Context: an optimization exercise on an open-source flow, tuned for small area, a short achievable clock period and few clock cycles per item. The choices shown serve that exercise and are no tape-out recipe.
Function was checked by simulation only, so behaviour that the tests miss may differ from the original.

==> flow/design.v <==
`default_nettype none
`default_nettype wire
`default_nettype none
package cpu_pkg;
    typedef logic [16-1:0]  word_t;
    typedef logic [16-1:0]  addr_t;
    typedef logic [25-1:0] dram_addr_t;
    typedef logic [3:0]                  reg_idx_t;
    typedef enum logic [3:0] {
        OP_ADD  = 4'd0,
        OP_SUB  = 4'd1,
        OP_AND  = 4'd2,
        OP_OR   = 4'd3,
        OP_XOR  = 4'd4,
        OP_SHL  = 4'd5,
        OP_SHR  = 4'd6,
        OP_ADDI = 4'd7,
        OP_LDI  = 4'd8,
        OP_LD   = 4'd9,
        OP_ST   = 4'd10,
        OP_BRZ  = 4'd11
    } opcode_e;
    typedef enum logic [2:0] {
        IDLE,
        FETCH_INSTR,
        WAIT_INSTR,
        INSTR_OUT,
        FETCH_DATA,
        WAIT_DATA,
        DATA_OUT
    } seq_state_e;
endpackage
`default_nettype wire
`timescale 1ns/1ps
`default_nettype none
module cpu_top (
    input  wire         clk,
    input  wire         rst,
    output logic [24:0] dram_addr,
    output logic        dram_write_en,
    output logic [15:0] dram_write_data,
    input  wire  [15:0] dram_read_data,
    output logic [15:0] pc,
    output logic        retire
);
    logic [15:0] regs [16];
    logic [15:0] rv;                  
    logic [15:0] zf;                  
    logic [15:0] fa;                  
    logic        f0, f1, f2;          
    logic        lq0, lq1, lq2;       
    logic [3:0]  lq0_rd, lq1_rd, lq2_rd;
    logic        ev;                  
    logic        ei;                  
    logic        e_addsub, e_sub, e_and, e_or, e_xor, e_shl, e_shr, e_passb;
    logic        e_ld, e_st, e_wr;    
    logic        e_mem;               
    logic        e_taken;             
    logic [3:0]  e_rd;
    logic [15:0] e_a, e_b, e_tgt;
    logic        s_mem;               
    logic        s_tgt;               
    logic        s_fa;                
    logic [15:0] e_res;
    logic [15:0] e_sum;
    logic [15:0] e_bx;
    logic [15:0] e_shl_r, e_shr_r;
    logic [15:0] e_other;
    logic        res_zero;
    logic        e_wen;
    logic        a_ok;
    logic        st_wen;
    logic        smc_hit;
    logic        flush;
    logic [15:0] pc1;
    logic [13:0] pcb1;
    assign e_bx    = e_b ^ {16{e_sub}};
    assign e_sum   = e_a + e_bx + {15'd0, e_sub};
    assign e_shl_r = e_a << e_b[3:0];
    assign e_shr_r = e_a >> e_b[3:0];
    assign e_other = ({16{e_and}}   & (e_a & e_b)) |
                     ({16{e_or}}    & (e_a | e_b)) |
                     ({16{e_xor}}   & (e_a ^ e_b)) |
                     ({16{e_shl}}   & e_shl_r)     |
                     ({16{e_shr}}   & e_shr_r)     |
                     ({16{e_passb}} & e_b);
    assign e_res   = e_addsub ? e_sum : e_other;
    logic [15:0] zk;
    logic [15:0] m_l, m_r;
    logic        z_as, z_and, z_or, z_xor, z_shl, z_shr, z_pb;
    assign zk    = {e_a[14:0] | e_bx[14:0], e_sub};
    assign z_as  = ((e_a ^ e_bx) == zk);
    assign z_and = ((e_a & e_b) == 16'h0000);
    assign z_or  = ((e_a | e_b) == 16'h0000);
    assign z_xor = (e_a == e_b);
    always_comb begin
        for (int i = 0; i < 16; i++) begin
            m_l[i] = (5'(i) + {1'b0, e_b[3:0]}) <= 5'd15;    
            m_r[i] = 4'(i) >= e_b[3:0];                      
        end
    end
    assign z_shl = ((e_a & m_l) == 16'h0000);
    assign z_shr = ((e_a & m_r) == 16'h0000);
    assign z_pb  = (e_b == 16'h0000);
    assign res_zero = (e_addsub & z_as) | (e_and & z_and) | (e_or & z_or) | (e_xor & z_xor) |
                      (e_shl & z_shl) | (e_shr & z_shr) | (e_passb & z_pb);
    assign e_wen   = (ev && e_wr) || ei;
    assign a_ok    = (e_a[15:11] != 5'b11111);
    assign st_wen  = e_st && a_ok;
    assign pc1     = pc + 16'd1;
    assign pcb1    = pc[15:2] + 14'd1;
    assign smc_hit = (e_a[15:2] == pc[15:2]) || (e_a[15:2] == pcb1) ||
                     ((e_a == 16'h0000) && (pc >= 16'hF7FC));
    assign flush   = st_wen && smc_hit;
    assign dram_addr       = {9'd0, ({16{s_mem && a_ok}} & e_a) |
                                    ({16{s_tgt}}         & e_tgt) |
                                    ({16{s_fa}}          & fa)};
    assign dram_write_en   = st_wen;
    assign dram_write_data = e_b;
    assign retire          = ev;
    logic [15:0] ins;
    logic [3:0]  d_op, d_rd, d_rs, d_rt;
    logic        d_uses_rs, d_uses_rt, d_br, d_wr, d_mem;
    logic        haz;
    logic        kill_d;
    logic        go;
    logic        replay;
    logic [15:0] d_addr;
    logic [15:0] d_tgt;
    logic [15:0] ra, rb;
    logic        rz;
    assign ins  = dram_read_data;
    assign d_op = ins[15:12];
    assign d_rd = ins[11:8];
    assign d_rs = ins[7:4];
    assign d_rt = ins[3:0];
    assign d_uses_rs = (d_op <= 4'd7) || (d_op == 4'd9) || (d_op == 4'd10);
    assign d_uses_rt = (d_op <= 4'd6) || (d_op == 4'd10);
    assign d_br      = (d_op == 4'd11);
    assign d_wr      = (d_op <= 4'd9);
    assign d_mem     = (d_op == 4'd9) || (d_op == 4'd10);
    function automatic logic clash(input logic v, input logic [3:0] r,
                                   input logic urs, input logic urt, input logic ubr,
                                   input logic uwr, input logic [3:0] s, input logic [3:0] t,
                                   input logic [3:0] d);
        clash = v && ((urs && s == r) || (urt && t == r) || ((ubr || uwr) && d == r));
    endfunction
    assign haz = clash(e_ld, e_rd,   d_uses_rs, d_uses_rt, d_br, d_wr, d_rs, d_rt, d_rd) ||
                 clash(lq0,  lq0_rd, d_uses_rs, d_uses_rt, d_br, d_wr, d_rs, d_rt, d_rd) ||
                 clash(lq1,  lq1_rd, d_uses_rs, d_uses_rt, d_br, d_wr, d_rs, d_rt, d_rd);
    assign kill_d = e_taken || flush;
    assign go     = f2 && !kill_d && !haz;
    assign replay = f2 && !kill_d && haz;
    assign d_addr = ev ? pc1 : pc;
    assign d_tgt  = d_addr + 16'd1 + {{8{ins[7]}}, ins[7:0]};
    logic [15:0] sel_s, sel_t, sel_d;
    logic [15:0] rf_s, rf_t;
    logic        rf_z;
    always_comb begin
        rf_s = 16'h0000;
        rf_t = 16'h0000;
        rf_z = 1'b0;
        for (int i = 0; i < 16; i++) begin
            sel_s[i] = rv[i] && (d_rs == 4'(i));
            sel_t[i] = rv[i] && (d_rt == 4'(i));
            sel_d[i] = (d_rd == 4'(i));
            rf_s = rf_s | ({16{sel_s[i]}} & regs[i]);
            rf_t = rf_t | ({16{sel_t[i]}} & regs[i]);
            rf_z = rf_z | (sel_d[i] && (!rv[i] || zf[i]));
        end
        if (e_wen && e_rd == d_rs) ra = e_res;
        else                       ra = rf_s;
        if (e_wen && e_rd == d_rt) rb = e_res;
        else                       rb = rf_t;
        if (e_wen && e_rd == d_rd) rz = res_zero;
        else                       rz = rf_z;
    end
    logic [15:0] fa_next;
    logic [15:0] tgt1, fa1;
    logic        d_taken;
    logic        d_tgt_ok;
    assign tgt1 = e_tgt + 16'd1;
    assign fa1  = fa + 16'd1;
    always_comb begin
        if (e_taken)               fa_next = tgt1;
        else if (flush || replay)  fa_next = d_addr;
        else if (!e_mem)           fa_next = fa1;
        else                       fa_next = fa;
    end
    assign d_taken  = go && d_br && rz;
    assign d_tgt_ok = (d_tgt[15:11] != 5'b11111);
    always_ff @(posedge clk) begin
        if (!rst) begin
            pc      <= 16'h0000;
            fa      <= 16'h0000;
            f0      <= 1'b0;
            f1      <= 1'b0;
            f2      <= 1'b0;
            lq0     <= 1'b0;
            lq1     <= 1'b0;
            lq2     <= 1'b0;
            ev      <= 1'b0;
            ei      <= 1'b0;
            e_ld    <= 1'b0;
            e_st    <= 1'b0;
            e_mem   <= 1'b0;
            e_taken <= 1'b0;
            s_mem   <= 1'b0;
            s_tgt   <= 1'b0;
            s_fa    <= 1'b1;
            rv      <= 16'h0000;
        end else begin
            if (ev) pc <= e_taken ? e_tgt : pc1;
            fa <= fa_next;
            if (e_taken) begin
                f0 <= 1'b1;
                f1 <= 1'b0;
                f2 <= 1'b0;
            end else if (flush || replay) begin
                f0 <= 1'b0;
                f1 <= 1'b0;
                f2 <= 1'b0;
            end else begin
                f0 <= !e_mem;
                f1 <= f0;
                f2 <= f1;
            end
            lq0 <= e_ld;
            lq1 <= lq0;
            lq2 <= lq1;
            ev      <= go;
            ei      <= lq2;
            e_ld    <= go && (d_op == 4'd9);
            e_st    <= go && (d_op == 4'd10);
            e_mem   <= go && d_mem;
            e_taken <= d_taken;
            s_mem   <= go && d_mem;
            s_tgt   <= d_taken && d_tgt_ok;
            s_fa    <= !(go && d_mem) && !d_taken && (fa_next[15:11] != 5'b11111);
            if (e_wen) rv[e_rd] <= 1'b1;
        end
    end
    always_ff @(posedge clk) begin
        lq0_rd <= e_rd;
        lq1_rd <= lq0_rd;
        lq2_rd <= lq1_rd;
        if (e_wen) begin
            regs[e_rd] <= e_res;
            zf[e_rd]   <= res_zero;
        end
        e_addsub <= !lq2 && ((d_op == 4'd0) || (d_op == 4'd1) || (d_op == 4'd7));
        e_sub    <= !lq2 && (d_op == 4'd1);
        e_and    <= !lq2 && (d_op == 4'd2);
        e_or     <= !lq2 && (d_op == 4'd3);
        e_xor    <= !lq2 && (d_op == 4'd4);
        e_shl    <= !lq2 && (d_op == 4'd5);
        e_shr    <= !lq2 && (d_op == 4'd6);
        e_passb  <= lq2 || (d_op == 4'd8);
        e_wr     <= (d_op <= 4'd8);
        e_rd     <= lq2 ? lq2_rd : d_rd;
        e_a      <= ra;
        if (lq2)                 e_b <= dram_read_data;
        else if (d_op == 4'd7)   e_b <= {{12{ins[3]}}, ins[3:0]};
        else if (d_op == 4'd8)   e_b <= {8'h00, ins[7:0]};
        else                     e_b <= rb;
        e_tgt    <= d_tgt;
    end
endmodule
`default_nettype wire
==> flow/config.mk <==
export PLATFORM = sky130hd
export DESIGN_NAME = cpu_top
export DESIGN_NICKNAME = cpu_top
export VERILOG_FILES = /design/flow/design.v
export SDC_FILE = /design/flow/constraint.sdc
export NUM_CORES = 4
export LEC_CHECK = 0
export CAP_MARGIN = 20
export CORE_MARGIN = 2
export CORE_UTILIZATION = 40
export PLACE_DENSITY = 0.6
export SETUP_SLACK_MARGIN = 3.8
export SLEW_MARGIN = 20
==> flow/constraint.sdc <==
create_clock -name core_clock -period 7.5 [get_ports {clk}]
set_input_delay 1.5000 -clock core_clock [delete_from_list [all_inputs] [get_ports {clk}]]
set_output_delay 1.5000 -clock core_clock [all_outputs]
set_load 0.01 [all_outputs]
run.sh (not shown) runs the stock make flow with config.mk's settings and CLKGATE_MAP_FILE= SYNTH_SCRIPT=/design/flow/synth_recipe.tcl, a recipe that flattens the netlist after the stock synthesis.
The first run went through all stages and came out clean.
Testbench counts at the start, summed over its fixed seeds: cycles 54,051, instructions 38,400.
Then changed:
--- a/flow/design.v
+++ b/flow/design.v
@@ -57,4 +57,6 @@
     logic        e_mem;               
     logic        e_taken;             
+    logic        e_skip1, e_skip2;    
+    logic        e_redir;             
     logic [3:0]  e_rd;
     logic [15:0] e_a, e_b, e_tgt;
@@ -74,5 +76,4 @@
     logic        flush;
     logic [15:0] pc1;
-    logic [13:0] pcb1;
     assign e_bx    = e_b ^ {16{e_sub}};
     assign e_sum   = e_a + e_bx + {15'd0, e_sub};
@@ -109,6 +110,5 @@
     assign st_wen  = e_st && a_ok;
     assign pc1     = pc + 16'd1;
-    assign pcb1    = pc[15:2] + 14'd1;
-    assign smc_hit = (e_a[15:2] == pc[15:2]) || (e_a[15:2] == pcb1) ||
+    assign smc_hit = (e_a[15:2] == pc[15:2]) || (e_a[15:2] == fa[15:2]) ||
                      ((e_a == 16'h0000) && (pc >= 16'hF7FC));
     assign flush   = st_wen && smc_hit;
@@ -149,5 +149,6 @@
                  clash(lq0,  lq0_rd, d_uses_rs, d_uses_rt, d_br, d_wr, d_rs, d_rt, d_rd) ||
                  clash(lq1,  lq1_rd, d_uses_rs, d_uses_rt, d_br, d_wr, d_rs, d_rt, d_rd);
-    assign kill_d = e_taken || flush;
+    assign e_redir = e_taken && !e_skip1 && !e_skip2;
+    assign kill_d  = e_taken || flush;
     assign go     = f2 && !kill_d && !haz;
     assign replay = f2 && !kill_d && haz;
@@ -179,9 +180,10 @@
     logic [15:0] tgt1, fa1;
     logic        d_taken;
+    logic        d_skip1, d_skip2;
     logic        d_tgt_ok;
     assign tgt1 = e_tgt + 16'd1;
     assign fa1  = fa + 16'd1;
     always_comb begin
-        if (e_taken)               fa_next = tgt1;
+        if (e_redir)               fa_next = tgt1;
         else if (flush || replay)  fa_next = d_addr;
         else if (!e_mem)           fa_next = fa1;
@@ -189,4 +191,6 @@
     end
     assign d_taken  = go && d_br && rz;
+    assign d_skip1  = (ins[7:0] == 8'd1) && f1;
+    assign d_skip2  = (ins[7:0] == 8'd2) && f1 && f0;
     assign d_tgt_ok = (d_tgt[15:11] != 5'b11111);
     always_ff @(posedge clk) begin
@@ -206,4 +210,6 @@
             e_mem   <= 1'b0;
             e_taken <= 1'b0;
+            e_skip1 <= 1'b0;
+            e_skip2 <= 1'b0;
             s_mem   <= 1'b0;
             s_tgt   <= 1'b0;
@@ -213,5 +219,5 @@
             if (ev) pc <= e_taken ? e_tgt : pc1;
             fa <= fa_next;
-            if (e_taken) begin
+            if (e_redir) begin
                 f0 <= 1'b1;
                 f1 <= 1'b0;
@@ -224,5 +230,5 @@
                 f0 <= !e_mem;
                 f1 <= f0;
-                f2 <= f1;
+                f2 <= f1 && !e_skip2;
             end
             lq0 <= e_ld;
@@ -235,7 +241,10 @@
             e_mem   <= go && d_mem;
             e_taken <= d_taken;
+            e_skip1 <= d_taken && d_skip1;
+            e_skip2 <= d_taken && d_skip2;
             s_mem   <= go && d_mem;
-            s_tgt   <= d_taken && d_tgt_ok;
-            s_fa    <= !(go && d_mem) && !d_taken && (fa_next[15:11] != 5'b11111);
+            s_tgt   <= d_taken && !d_skip1 && !d_skip2 && d_tgt_ok;
+            s_fa    <= !(go && d_mem) && !(d_taken && !d_skip1 && !d_skip2) &&
+                       (fa_next[15:11] != 5'b11111);
             if (e_wen) rv[e_rd] <= 1'b1;
         end
What happened: The changed run went through all stages and came out clean. Routed wire length barely changes. Cell count is lower by 1.4%. Global-route usage decreases by 0.20 points. Hold slack is worse by 0.015 ns. First-iteration DRC count went up by 18%.
Testbench counts after the change, summed over its fixed seeds: cycles 53,226, instructions 38,400.

-- port drivers added, routing unchanged --
In the flow no input, the clock included, has a driving cell. The finished layouts below were timed again as built, in two steps. Step 1, drivers: a clkbuf_16 drives clk and a buf_2 each remaining input, both assumed. Step 2 adds t to the input delays and takes it off the output delays; t is the mean of the earliest and latest rising clock arrival at the registers after step 1. Input paths then give back, and output paths get back, about the clock's delay inside the block. Slacks: ideal ports / drivers / drivers and shift; pairs: ideal ports / drivers.
| run | t (ns) | slack for setup (ns) | hold slack, ns | cell pins on the clock port's net |
|---|---|---|---|---|
| the first run | 0.637 | 3.664 / 3.601 / 3.242 | 0.438 / 0.438 / 0.438 | 1 |
| the second run | 0.644 | 3.790 / 3.725 / 3.257 | 0.422 / 0.422 / 0.422 | 1 |
After both steps every run listed still meets setup and hold. For the second run, which loses most, drivers alone change the setup slack by -0.065 ns; drivers and shift together by -0.533 ns.
